Source: an optimization exercise on an open RTL-to-GDS flow (aim: small area). Production flows keep margins and buffers that such runs may drop. In this exercise RTL edits were held to simulation tests only and were not proved equivalent to the original. Power and IR drop assume default switching activity.

Design rv_exec_top, start of the top module:
module rv_exec_top (
   input  logic          i_clk,
   input  logic          i_rst,
   input  logic          i_valid,
   input  logic [31:0]   i_inst,
   output logic          o_wb_valid,
   output logic          o_wb_illegal,
   output logic [4:0]    o_wb_rd,
   output logic [31:0]   o_wb_data
);
For scale: about 74 I/O pins, about 0.044 mm^2 of cells after synthesis.
export LEC_CHECK = 0
export CAP_MARGIN = 15
export CORE_MARGIN = 2
export CORE_UTILIZATION = 50
export SETUP_SLACK_MARGIN = 0.25
export SLEW_MARGIN = 15
export SYNTH_HIERARCHICAL = 1
create_clock -name core_clock -period 6.5 [get_ports {i_clk}]
standard.sh (not shown) runs the stock make flow with config.mk's settings and CLKGATE_MAP_FILE= SYNTH_SCRIPT=/design/flow/synth_recipe.tcl, a recipe that flattens the netlist after the stock synthesis.
==> flow/flow/run.sh <==
#!/bin/bash
# Layout: the standard flow (standard.sh, ORFS) with a lighter clock tree
# and small port buffers.
set -euo pipefail

# port buffers: a small buffer instead of the default pick
export BUFFER_PORTS_ARGS="-buffer_cell sky130_fd_sc_hd__buf_1"
# clock tree: bigger sink clusters of clkbuf_4, no dummy loads
export CTS_ARGS="-sink_clustering_enable -repair_clock_nets -sink_clustering_size 10 -sink_clustering_max_diameter 40 -buf_list sky130_fd_sc_hd__clkbuf_4 -dont_use_dummy_load"

bash standard.sh > standard.log 2>&1
Edit:
Settings changed: CORE_UTILIZATION 50 to 40.
Effect: The changed run produced a clean layout. Clock skew goes up by 0.054 ns. Sequential share of layout area goes down by 0.22 points. Global-route usage goes down by 10 points. Combinational power goes up slightly. Total power goes up slightly. Worst setup slack improves by 0.012 ns.
Edit:
--- a/flow/flow/run.sh
+++ b/flow/flow/run.sh
@@ -9 +9 @@
-export CTS_ARGS="-sink_clustering_enable -repair_clock_nets -sink_clustering_size 10 -sink_clustering_max_diameter 40 -buf_list sky130_fd_sc_hd__clkbuf_4 -dont_use_dummy_load"
+export CTS_ARGS="-sink_clustering_enable -repair_clock_nets -sink_clustering_size 8 -sink_clustering_max_diameter 40 -buf_list sky130_fd_sc_hd__clkbuf_4 -dont_use_dummy_load"
Settings changed: CAP_MARGIN 15 to 5, SETUP_SLACK_MARGIN 0.25 to 0.1, SLEW_MARGIN 15 to 5.
The new run went through all stages and came out clean.
Wire length goes down by 0.58%.
First-iteration DRC count goes down by 1.5%.
Sequential cell count is unchanged.
Final cell count is about the same.
Edit:
--- a/flow/flow/run.sh
+++ b/flow/flow/run.sh
@@ -9 +9 @@
-export CTS_ARGS="-sink_clustering_enable -repair_clock_nets -sink_clustering_size 8 -sink_clustering_max_diameter 40 -buf_list sky130_fd_sc_hd__clkbuf_4 -dont_use_dummy_load"
+export CTS_ARGS="-sink_clustering_enable -repair_clock_nets -sink_clustering_size 10 -sink_clustering_max_diameter 40 -buf_list sky130_fd_sc_hd__clkbuf_4 -dont_use_dummy_load"
Settings changed: CAP_MARGIN 5 to 15, CORE_UTILIZATION 40 to 60, SETUP_SLACK_MARGIN 0.1 to 0.25, SLEW_MARGIN 5 to 15.
Outcome: The changed run completed without violations; die area shrinks by 33%; maximum frequency grows by 2.4%; via count grows by 7.4%; sequential cell count stays the same; synthesized area is unchanged; total power shrinks by 2.8%; setup slack is better by 0.14 ns; design area shrinks by 1.6%; register-to-register slack is better by 0.14 ns; sequential share of layout area grows by 0.75 points; wire length grows by 0.63%.

== the baseline ==
Starting RTL as in the previous note.
clock: 6.5 ns
lec_check: 0
cap_margin: 15
core_margin: 2
core_utilization: 40
setup_slack_margin: 0.25
slew_margin: 15
synth_hierarchical: 1
==> flow/flow/run.sh <==
#!/bin/bash
# Layout: the standard flow (standard.sh, ORFS) with a lighter clock tree
# and small port buffers.
set -euo pipefail

# port buffers: a small buffer instead of the default pick
export BUFFER_PORTS_ARGS="-buffer_cell sky130_fd_sc_hd__buf_1"
# clock tree: bigger sink clusters of clkbuf_4, no dummy loads
export CTS_ARGS="-sink_clustering_enable -repair_clock_nets -sink_clustering_size 8 -sink_clustering_max_diameter 40 -buf_list sky130_fd_sc_hd__clkbuf_4 -dont_use_dummy_load"

bash standard.sh > standard.log 2>&1
#### Input delta (the candidate over the baseline)
==> flow/config.mk <==
export PLATFORM = sky130hd
export DESIGN_NAME = rv_exec_top
export DESIGN_NICKNAME = rv_exec_top
export VERILOG_FILES = /design/flow/design.v
export SDC_FILE = /design/flow/constraint.sdc
export NUM_CORES = 4
export LEC_CHECK = 0
export CAP_MARGIN = 5
export CORE_MARGIN = 2
export CORE_UTILIZATION = 60
export SETUP_SLACK_MARGIN = 0.3
export SLEW_MARGIN = 5
export SYNTH_HIERARCHICAL = 1
## What came out
- Taking the baseline over the candidate, the number of tapcells ratio works out to 1.5.
- Critical path depth (lower): the baseline
- Reported for the baseline and the candidate, largest net degree at the start of global routing turned out identical to the last digit.
- Non-clock buffer count: higher on the baseline
- Compared the candidate vs the baseline, and share of layout cells above drive strength 1 is down in the candidate.
- Global-route usage: the candidate vs the baseline up 18 points
- Taking the baseline as the reference, in the candidate via count moved up, power consumption now sits lower.
- Routed wire length: the candidate vs the baseline — no meaningful difference

==> separate check: timing with driven ports <==
The results above use ideal ports. As a check the final layouts listed here were re-extracted and re-timed, cells and wires unchanged.
Step 1: set_driving_cell puts a clkbuf_16 on i_clk and a buf_2 on each other input, an assumption about the parent block.
Step 2 times the ports against the registers' clock, not the clock port: input delays grow and output delays shrink by t, the midpoint of the rising clock arrivals with the driver on.
Three values: ideal, step 1, step 2; two values: the first two.
run | t (ns) | setup slack, ns | hold WS [ns] | worst setup path after step 2 | worst slew at a driven data input, ns
the first run of note 1 | 1.214 | 0.332 / 0.332 / 0.332 | 0.222 / 0.181 / 0.272 | register to register | 0.08
the second run of note 1 | 1.123 | 0.345 / 0.345 / 0.345 | 0.216 / 0.216 / 0.216 | register to register | 0.05
the third run of note 1 | 1.150 | 0.239 / 0.239 / 0.239 | 0.255 / 0.230 / 0.255 | register to register | 0.05
the fourth run of note 1 | 1.104 | 0.383 / 0.383 / 0.383 | 0.240 / 0.240 / 0.240 | register to register | 0.09
the baseline | 1.220 | 0.304 / 0.304 / 0.304 | 0.187 / 0.149 / 0.249 | register to register | 0.05
the candidate | 1.145 | 0.439 / 0.439 / 0.439 | 0.252 / 0.201 / 0.316 | register to register | 0.09
After both steps every run listed still meets setup and hold.
